This design comes from an exercise in tuning for small area, a short achievable clock period and few clock cycles per item on the open sky130 flow, not from production work.
Where RTL was checked, it was by simulation tests only, not by an equivalence proof against the original.
No driver is modelled on the clock port, so clock power and skew are understated where the tree is cut down; a real chip needs a root buffer or a tree.
Power is estimated from default activity; no workload was simulated.

## lzss_top
module lzss_top (
    input  logic        clk,
    input  logic        reset,
    input  logic        in_valid,
    input  logic [7:0]  in_data,
    input  logic        in_last,
    output logic        in_ready,
    output logic        out_valid,
    input  logic        out_ready,
    output logic        out_is_match,
    output logic [7:0]  out_field,
    output logic [1:0]  out_len_code,
    output logic [11:0] enc_num,
    output logic        finish
);
Size: about 10000 cells after synthesis, ~3500 flip-flops, about 39 I/O pins.
clock: 7.0 ns
lec_check: 0
cap_margin: 40
core_margin: 2
core_utilization: 40
setup_slack_margin: 4.4
slew_margin: 20
standard.sh (not shown) runs the stock make flow with config.mk's settings and CLKGATE_MAP_FILE= SYNTH_SCRIPT=/design/flow/synth_recipe.tcl, a recipe that flattens the netlist after the stock synthesis.
==> flow/flow/run.sh <==
#!/bin/bash
# The standard layout, except in the cts step: flow/mycts.tcl, sourced there
# through ORFS's PRE_CTS_TCL hook, stands in for the clock_tree_synthesis
# command. It builds a three-level clock tree of clkbuf_16 over recursive
# bisection clusters of the flip-flops, and rebuilds the buffer tree of the
# history's advance enable the same way (flow/myfanout.tcl). Before that it
# moves each register that drives an output port next to the port's buffer
# (flow/pullout.tcl). The rest of the
# cts step (legalisation, timing repair) and all other steps are unchanged.
set -o pipefail
export PRE_CTS_TCL="$PWD/flow/mycts.tcl"
export MYCTS_LEAF=20
export MYCTS_MID=5
bash standard.sh finish > standard.log 2>&1
==> flow/flow/mycts.tcl <==
# Clock tree built here in place of TritonCTS: the sinks are split recursively
# (alternating on the longer side, by count) into leaf clusters of at most
# MYCTS_LEAF sinks; each leaf cluster gets a clkbuf_16 at its centroid, each
# group of leaves at split depth MYCTS_MID a middle clkbuf_16, and each of
# the 4 groups at split depth 2 a root clkbuf_16 driven by the clock port.
# The buffer tree of the history's advance enable is rebuilt the same way.
# Before that, each register driving an output port's buffer is moved next to
# the buffer (pullout.tcl); the cts step's legalisation then places it.

proc mycts_centroid {items} {
  set sx 0; set sy 0
  foreach it $items { set sx [expr {$sx + [lindex $it 1]}]; set sy [expr {$sy + [lindex $it 2]}] }
  set n [llength $items]
  return [list [expr {$sx / $n}] [expr {$sy / $n}]]
}

# items: {name x y ...}; k: leaves wanted; returns list of {path items}
proc mycts_split {items k path} {
  if {$k <= 1} { return [list [list $path $items]] }
  set xs {}; set ys {}
  foreach it $items { lappend xs [lindex $it 1]; lappend ys [lindex $it 2] }
  set xs [lsort -integer $xs]; set ys [lsort -integer $ys]
  set ax [expr {([lindex $xs end] - [lindex $xs 0]) >= ([lindex $ys end] - [lindex $ys 0]) ? 1 : 2}]
  set items [lsort -integer -index $ax $items]
  set k1 [expr {$k / 2}]
  set k2 [expr {$k - $k1}]
  set n [llength $items]
  set n1 [expr {int(round(double($n) * $k1 / $k))}]
  set a [lrange $items 0 [expr {$n1 - 1}]]
  set b [lrange $items $n1 end]
  return [concat [mycts_split $a $k1 ${path}0] [mycts_split $b $k2 ${path}1]]
}

proc mycts_build {} {
  set block [ord::get_db_block]
  set db [ord::get_db]
  set master [$db findMaster sky130_fd_sc_hd__clkbuf_16]
  set leafmax [expr {[info exists ::env(MYCTS_LEAF)] ? $::env(MYCTS_LEAF) : 24}]
  set middepth [expr {[info exists ::env(MYCTS_MID)] ? $::env(MYCTS_MID) : 4}]
  set src [lindex [get_property [lindex [all_clocks] 0] sources] 0]
  set clknet [[$block findBTerm [get_name $src]] getNet]
  set sinks {}
  foreach it [$clknet getITerms] {
    set inst [$it getInst]
    set bb [$inst getBBox]
    lappend sinks [list $it [expr {([$bb xMin] + [$bb xMax]) / 2}] [expr {([$bb yMin] + [$bb yMax]) / 2}]]
  }
  set n [llength $sinks]
  set k [expr {($n + $leafmax - 1) / $leafmax}]
  # whole groups below the root and middle levels
  set p 1
  while {$p < $k} { set p [expr {$p * 2}] }
  set leaves [mycts_split $sinks $k ""]
  puts "mycts: $n sinks, [llength $leaves] leaf clusters"
  set nb 0
  array set kids {}
  foreach leaf $leaves {
    lassign $leaf path items
    lassign [mycts_centroid $items] x y
    set b [odb::dbInst_create $block $master "clkbuf_leaf_$path"]
    $b setLocation $x $y
    $b setPlacementStatus PLACED
    set net [odb::dbNet_create $block "clknet_leaf_$path"]
    $net setSigType CLOCK
    [$b findITerm X] connect $net
    foreach it $items {
      set iterm [lindex $it 0]
      $iterm disconnect
      $iterm connect $net
    }
    incr nb
    set up [string range $path 0 [expr {$middepth - 1}]]
    lappend kids(m$up) [list $b $x $y]
  }
  foreach key [lsort [array names kids m*]] {
    set up [string range $key 1 end]
    lassign [mycts_centroid $kids($key)] x y
    set b [odb::dbInst_create $block $master "clkbuf_mid_$up"]
    $b setLocation $x $y
    $b setPlacementStatus PLACED
    set net [odb::dbNet_create $block "clknet_mid_$up"]
    $net setSigType CLOCK
    [$b findITerm X] connect $net
    foreach c $kids($key) { [[lindex $c 0] findITerm A] connect $net }
    incr nb
    lappend kids(r[string range $up 0 1]) [list $b $x $y]
  }
  foreach key [lsort [array names kids r*]] {
    set up [string range $key 1 end]
    lassign [mycts_centroid $kids($key)] x y
    set b [odb::dbInst_create $block $master "clkbuf_root_$up"]
    $b setLocation $x $y
    $b setPlacementStatus PLACED
    set net [odb::dbNet_create $block "clknet_root_$up"]
    $net setSigType CLOCK
    [$b findITerm X] connect $net
    foreach c $kids($key) { [[lindex $c 0] findITerm A] connect $net }
    [$b findITerm A] connect $clknet
    incr nb
  }
  $clknet setSigType CLOCK
  puts "mycts: inserted $nb clock buffers"
  set_propagated_clock [all_clocks]
}

if {[info commands clock_tree_synthesis] ne ""} {
  rename clock_tree_synthesis mycts_tritoncts
}
source [file join [file dirname [info script]] myfanout.tcl]
source [file join [file dirname [info script]] pullout.tcl]

proc clock_tree_synthesis {args} {
  # Registers that drive output ports sit next to their port buffers
  pull_out_regs
  mycts_build
  # The history's advance enable reaches every history and slot register
  set pin [lindex [get_pins -hierarchical {u_enc.u_history.hist*/DE}] 0]
  if {$pin ne ""} {
    set net [[ord::get_db_block] findNet [get_full_name [get_nets -of_objects $pin]]]
    mft_rebuild $net adv 24 8 4
  }
}
Other scripts of this flow, unchanged in this note and not shown: flow/flow/myfanout.tcl, flow/flow/pullout.tcl
Edit:
--- a/flow/flow/run.sh
+++ b/flow/flow/run.sh
@@ -11,4 +11,4 @@
 export PRE_CTS_TCL="$PWD/flow/mycts.tcl"
 export MYCTS_LEAF=20
-export MYCTS_MID=5
+export MYCTS_MID=4
 bash standard.sh finish > standard.log 2>&1
SETUP_SLACK_MARGIN = 4.45   (was 4.4)
Result:
- The changed run went through all stages and came out clean
- worst setup slack gets better by 61 ps
- power goes up by 0.93%
- hold slack gets better by 8.5 ps
- routed wire length goes up by 0.91%
- utilization goes up by 0.31 points
- sequential share of layout area goes down by 0.43 points
- area after synthesis is unchanged
- design area goes up by 0.70%
Edit:
SETUP_SLACK_MARGIN = 4.5   (was 4.45)
What happened:
- The new run completed with no timing, DRC or antenna violations
- clock power is about the same
- core utilization is higher by 0.23 points
- global-route usage is higher by 0.15 points
- total power stays flat
- area after synthesis does not change
Edit:
SETUP_SLACK_MARGIN = 4.4   (was 4.5)
- wire length falls by 2.5%
- total power falls by 1.4%
- core utilization falls by 0.64 points
No run of this note included a check of the RTL's function; only the layout flow was run. In every run of this note, the design's own scripts or RTL, not TritonCTS, make the clock network.

========
lzss_top, a different RTL version from the one above (not shown whole).
For scale: roughly 10000 cells after synthesis, ~3500 flip-flops, about 39 I/O pins.
## lzss_top
module lzss_top (
    input  logic        clk,
    input  logic        reset,
    input  logic        in_valid,
    input  logic [7:0]  in_data,
    input  logic        in_last,
    output logic        in_ready,
    output logic        out_valid,
    input  logic        out_ready,
    output logic        out_is_match,
    output logic [7:0]  out_field,
    output logic [1:0]  out_len_code,
    output logic [11:0] enc_num,
    output logic        finish
);
clock: 7.0 ns
lec_check: 0
cap_margin: 40
core_margin: 2
core_utilization: 40
setup_slack_margin: 4.4
slew_margin: 20
tns_end_percent: 10
==> flow/flow/run.sh <==
#!/bin/bash
# The standard layout, except in the cts step: flow/mycts.tcl, sourced there
# through ORFS's PRE_CTS_TCL hook, stands in for the clock_tree_synthesis
# command. It builds a three-level clock tree of clkbuf_16 over recursive
# bisection clusters of the flip-flops, and rebuilds the buffer tree of the
# history's advance enable the same way (flow/myfanout.tcl). Before that it
# moves each register that drives an output port next to the port's buffer
# (flow/pullout.tcl). The rest of the
# cts step (legalisation, timing repair) and all other steps are unchanged.
set -o pipefail
export PRE_CTS_TCL="$PWD/flow/mycts.tcl"
export MYCTS_LEAF=20
export MYCTS_MID=4
bash standard.sh finish > standard.log 2>&1
Scripts as last shown in full above: flow/flow/mycts.tcl
Other scripts of this flow, unchanged in this note and not shown: flow/flow/myfanout.tcl, flow/flow/pullout.tcl
Testbench counts at the start, summed over its fixed seeds: cycles 8,778, bytes 8,594.
Change:
Settings changed: CORE_UTILIZATION 40 to 50, TNS_END_PERCENT 10 to not set.
Via count stays flat.
Final cell count is lower by a few percent.
Wire length came out lower slightly.
Worst hold slack stays flat.
Change:
Settings changed: CORE_UTILIZATION 50 to 40, SETUP_SLACK_MARGIN 4.4 to 4.45.
The new run finished clean; power goes up slightly; sequential share of layout area goes down by 0.93 points; maximum frequency goes up slightly; sequential power hardly moves; clock power hardly moves; synthesized cell count stays the same; critical path depth goes down by 4; synthesized area stays the same; design area goes up slightly; cell count goes up by a little under a tenth.
No run of this note takes its clock network from TritonCTS; it comes from the design's own scripts or RTL.

========
Another version of the RTL of lzss_top (not shown whole).
For scale: roughly 10,000 cells after synthesis, roughly 3,600 flip-flops, about 150,000 um2 of cells after synthesis.
## lzss_top
module lzss_top (
    input  logic        clk,
    input  logic        reset,
    input  logic        in_valid,
    input  logic [7:0]  in_data,
    input  logic        in_last,
    output logic        in_ready,
    output logic        out_valid,
    input  logic        out_ready,
    output logic        out_is_match,
    output logic [7:0]  out_field,
    output logic [1:0]  out_len_code,
    output logic [11:0] enc_num,
    output logic        finish
);
export LEC_CHECK = 0
export CAP_MARGIN = 40
export CORE_MARGIN = 2
export CORE_UTILIZATION = 55
export SETUP_SLACK_MARGIN = 4.3
export SLEW_MARGIN = 20
create_clock -name core_clock -period 7.0 [get_ports {clk}]
==> flow/flow/run.sh <==
#!/bin/bash
# The standard layout, except in the cts step: flow/mycts.tcl, sourced there
# through ORFS's PRE_CTS_TCL hook, stands in for the clock_tree_synthesis
# command. It builds a three-level clock tree of clkbuf_16 over recursive
# bisection clusters of the flip-flops, and rebuilds the buffer tree of the
# history's advance enable the same way (flow/myfanout.tcl). The rest of the
# cts step (legalisation, timing repair) and all other steps are unchanged.
set -o pipefail
export PRE_CTS_TCL="$PWD/flow/mycts.tcl"
export MYCTS_LEAF=20
export MYCTS_MID=4
bash standard.sh finish > standard.log 2>&1
Other scripts of this flow, unchanged in this note and not shown: flow/flow/mycts.tcl, flow/flow/myfanout.tcl
Testbench counts at the start, summed over its fixed seeds: cycles 8,778, bytes 8,594.
==> next run, changes <==
--- a/flow/config.mk
+++ b/flow/config.mk
@@ -10 +10,2 @@
-export CORE_UTILIZATION = 55
+export CORE_UTILIZATION = 40
+export PLACE_DENSITY = 0.75
What happened:
- The new run ran to the end with no violations
- flip-flop and latch count does not change
- wire length went down by 6.2%
- clock skew drops by 20 ps
- critical path depth does not change
- die area rises by 37%
- area after synthesis is unchanged
- synthesized cell count is unchanged
- final cell count came out higher by 9.8%
- setup slack improved by 29 ps
- maximum frequency climbs by 1.0%
==> next run, changes <==
--- a/flow/config.mk
+++ b/flow/config.mk
@@ -11,2 +11 @@
-export PLACE_DENSITY = 0.75
-export SETUP_SLACK_MARGIN = 4.3
+export SETUP_SLACK_MARGIN = 4.5
After rerunning: The changed run went through all stages and came out clean. Total power rises by 2.3%. Routed wire length rises by 6.5%. Design area rises by 0.89%. Critical path depth stays the same. Synthesized cell count does not change. Worst setup slack gains 16 ps. Synthesized area stays the same. Hold slack stays flat. Global-route usage rises by 1.3 points. Combinational power rises by about 7%.
==> next run, changes <==
--- a/flow/config.mk
+++ b/flow/config.mk
@@ -11 +11 @@
-export SETUP_SLACK_MARGIN = 4.5
+export SETUP_SLACK_MARGIN = 4.3
After rerunning: The new run completed with no timing, DRC or antenna violations; fmax stays flat; combinational power drops by about 4%; design area drops by 0.99%; total power drops by 1.6%; die area stays the same; wire length drops by 2.1%; setup slack degrades by 3.2 ps.
No run of this note takes its clock network from TritonCTS; it comes from the design's own scripts or RTL.

========
lzss_top with an RTL version that a note above also has.
Size: ~10000 cells after synthesis, roughly 3500 flip-flops, about 39 I/O pins.
clock: 7.0 ns
lec_check: 0
cap_margin: 20
core_margin: 2
core_utilization: 40
setup_slack_margin: 4.4
slew_margin: 10
==> flow/flow/run.sh <==
#!/bin/bash
# The standard layout, except in the cts step: flow/mycts.tcl, sourced there
# through ORFS's PRE_CTS_TCL hook, stands in for the clock_tree_synthesis
# command. It builds a three-level clock tree of clkbuf_16 over recursive
# bisection clusters of the flip-flops, and rebuilds the buffer tree of the
# history's advance enable the same way (flow/myfanout.tcl). Before that it
# moves each register that drives an output port next to the port's buffer
# (flow/pullout.tcl). The rest of the
# cts step (legalisation, timing repair) and all other steps are unchanged.
set -o pipefail
export PRE_CTS_TCL="$PWD/flow/mycts.tcl"
export MYCTS_LEAF=20
export MYCTS_MID=4
bash standard.sh finish > standard.log 2>&1
Scripts as last shown in full above: flow/flow/mycts.tcl
Other scripts of this flow, unchanged in this note and not shown: flow/flow/myfanout.tcl, flow/flow/pullout.tcl
Testbench counts at the start, summed over its fixed seeds: cycles 8,778, bytes 8,594.
Then changed:
--- a/flow/config.mk
+++ b/flow/config.mk
@@ -6,7 +6,8 @@
 export NUM_CORES = 8
 export LEC_CHECK = 0
-export CAP_MARGIN = 20
+export CAP_MARGIN = 40
 export CORE_MARGIN = 2
 export CORE_UTILIZATION = 40
-export SETUP_SLACK_MARGIN = 4.4
-export SLEW_MARGIN = 10
+export GPL_TIMING_DRIVEN = 0
+export SETUP_SLACK_MARGIN = 4.5
+export SLEW_MARGIN = 20
What happened:
- The changed run completed with no timing, DRC or antenna violations
- sequential cell count is unchanged
- global-route usage climbs by 5.6 points
- routed wire length climbs by 26%
- register-to-register slack is worse by 0.06 ns
- cell area climbs by 6.8%
- worst setup slack is worse by 0.043 ns
- total power climbs by 11%
Then changed:
--- a/flow/config.mk
+++ b/flow/config.mk
@@ -9,5 +9,4 @@
 export CORE_MARGIN = 2
 export CORE_UTILIZATION = 40
-export GPL_TIMING_DRIVEN = 0
 export SETUP_SLACK_MARGIN = 4.5
 export SLEW_MARGIN = 20
Outcome:
- The changed run finished with timing, DRC and antenna clean
- setup slack is better by 0.061 ns
- design area shrinks by 5.2%
- area after synthesis stays the same
- combinational power shrinks by 19%
- cell count shrinks by about 3.6%
- power shrinks by about 9%
- die area stays the same
- via count shrinks by about 8%
- global-route usage shrinks by 5.2 points
- sequential cell count does not change
- clock power stays flat
Then changed:
--- a/flow/flow/run.sh
+++ b/flow/flow/run.sh
@@ -10,5 +10,5 @@
 set -o pipefail
 export PRE_CTS_TCL="$PWD/flow/mycts.tcl"
-export MYCTS_LEAF=20
+export MYCTS_LEAF=24
 export MYCTS_MID=4
 bash standard.sh finish > standard.log 2>&1
--- a/flow/config.mk
+++ b/flow/config.mk
@@ -9,4 +9,4 @@
 export CORE_MARGIN = 2
 export CORE_UTILIZATION = 40
-export SETUP_SLACK_MARGIN = 4.5
+export SETUP_SLACK_MARGIN = 4.4
 export SLEW_MARGIN = 20
The changed run finished with timing, DRC and antenna clean.
Die area stays the same.
Maximum frequency is about the same.
Combinational power drops by a few percent.
Global-route usage drops by 0.47 points.
In every run of this note, the design's own scripts or RTL, not TritonCTS, make the clock network.

========
## 02-20
lzss_top, a different RTL version from the one above (not shown whole).
For scale: about 10000 cells after synthesis, roughly 3500 flip-flops, about 39 I/O pins.
clock: 7.0 ns
lec_check: 0
abc_clock_period_in_ps: 3000
cap_margin: 40
core_margin: 2
core_utilization: 55
cts_buf_list: sky130_fd_sc_hd__clkbuf_8
setup_slack_margin: 4.0
slew_margin: 20
run.sh (not shown) runs the stock make flow with config.mk's settings and CLKGATE_MAP_FILE= SYNTH_SCRIPT=/design/flow/synth_recipe.tcl, a recipe that flattens the netlist after the stock synthesis.
Stock flow here: none of the scripts above is used.
The final layout from 02-20, which completed every stage, passed the timing, DRC and antenna checks at the end of the flow.
#### Input delta (06-17 over 02-20)
diff --git a/flow/config.mk b/flow/config.mk
--- a/flow/config.mk
+++ b/flow/config.mk
@@ -10,4 +10,3 @@
 export CORE_MARGIN = 2
-export CORE_UTILIZATION = 55
-export CTS_BUF_LIST = sky130_fd_sc_hd__clkbuf_8
+export CORE_UTILIZATION = 40
 export SETUP_SLACK_MARGIN = 4.0
Notes after the runs:
- For the overall global routing resource usage, 06-17 came in 8.9 points lower than 02-20 did.
- Between 06-17 and 02-20, the detailed-routed wire length on met2 is higher for 02-20.
- Relative to 02-20, internal power of the cells increased by 3000 uW in 06-17.
- Taking 02-20 as the reference, in 06-17 portion of total power attributed to combinational logic shrank by 1.1 points, number of buffers other than clock buffers in the final layout decreased about 5%, row count higher, area of the die went up by 37%.
No run of this note included a check of the RTL's function; only the layout flow was run.

## afterwards: timing with drivers on the ports
How much do the figures lean on ideal ports? The routed layouts below were timed once more, with nothing changed but the port constraints.
Step 1 sets driving cells, clkbuf_16 on the clock port and buf_2 on the other inputs (assumed; they add their load-dependent delay and slew).
Step 2 times the ports against the registers' clock, not the clock port: input delays grow and output delays shrink by t, the midpoint of the rising clock arrivals with the driver on.
a / b / c = ideal / step 1 / step 2; a / b = the first two.
run | shift t [ns] | setup WS [ns] | clock arrival spread, ns | cell pins on the clock port's net
the first run of note 1 | 0.861 | 4.278 / 4.114 / 3.567 | 0.054 / 0.055 | 4
the second run of note 1 | 0.872 | 4.339 / 4.113 / 3.598 | 0.043 / 0.044 | 4
the third run of note 1 | 0.879 | 4.336 / 4.108 / 3.506 | 0.041 / 0.042 | 4
the fourth run of note 1 | 0.873 | 4.332 / 4.114 / 3.462 | 0.045 / 0.045 | 4
the first run of note 2 | 0.853 | 4.307 / 4.096 / 3.855 | 0.047 / 0.047 | 4
the second run of note 2 | 0.858 | 4.254 / 4.098 / 3.863 | 0.045 / 0.044 | 4
the third run of note 2 | 0.851 | 4.308 / 4.098 / 3.889 | 0.046 / 0.045 | 4
the first run of note 3 | 0.878 | 4.149 / 3.921 / 3.689 | 0.059 / 0.058 | 4
the second run of note 3 | 0.843 | 4.178 / 3.969 / 3.709 | 0.040 / 0.039 | 4
the third run of note 3 | 0.867 | 4.194 / 3.973 / 3.925 | 0.046 / 0.045 | 4
the fourth run of note 3 | 0.859 | 4.191 / 3.975 / 3.636 | 0.044 / 0.043 | 4
the first run of note 4 | 0.861 | 4.291 / 4.078 / 3.803 | 0.066 / 0.066 | 4
the second run of note 4 | 0.895 | 4.248 / 4.061 / 3.825 | 0.056 / 0.055 | 4
the third run of note 4 | 0.854 | 4.310 / 4.098 / 3.916 | 0.046 / 0.046 | 4
the fourth run of note 4 | 0.845 | 4.306 / 4.107 / 3.850 | 0.046 / 0.045 | 4
02-20 | 1.252 | 3.293 / 3.293 / 3.095 | 0.064 / 0.064 | 1
06-17 | 1.070 | 3.567 / 3.567 / 3.385 | 0.065 / 0.064 | 1
After both steps setup and hold are still met in every run listed. For the fourth run of note 1, which loses most, drivers alone change the setup slack by -0.218 ns; drivers and shift together by -0.870 ns.
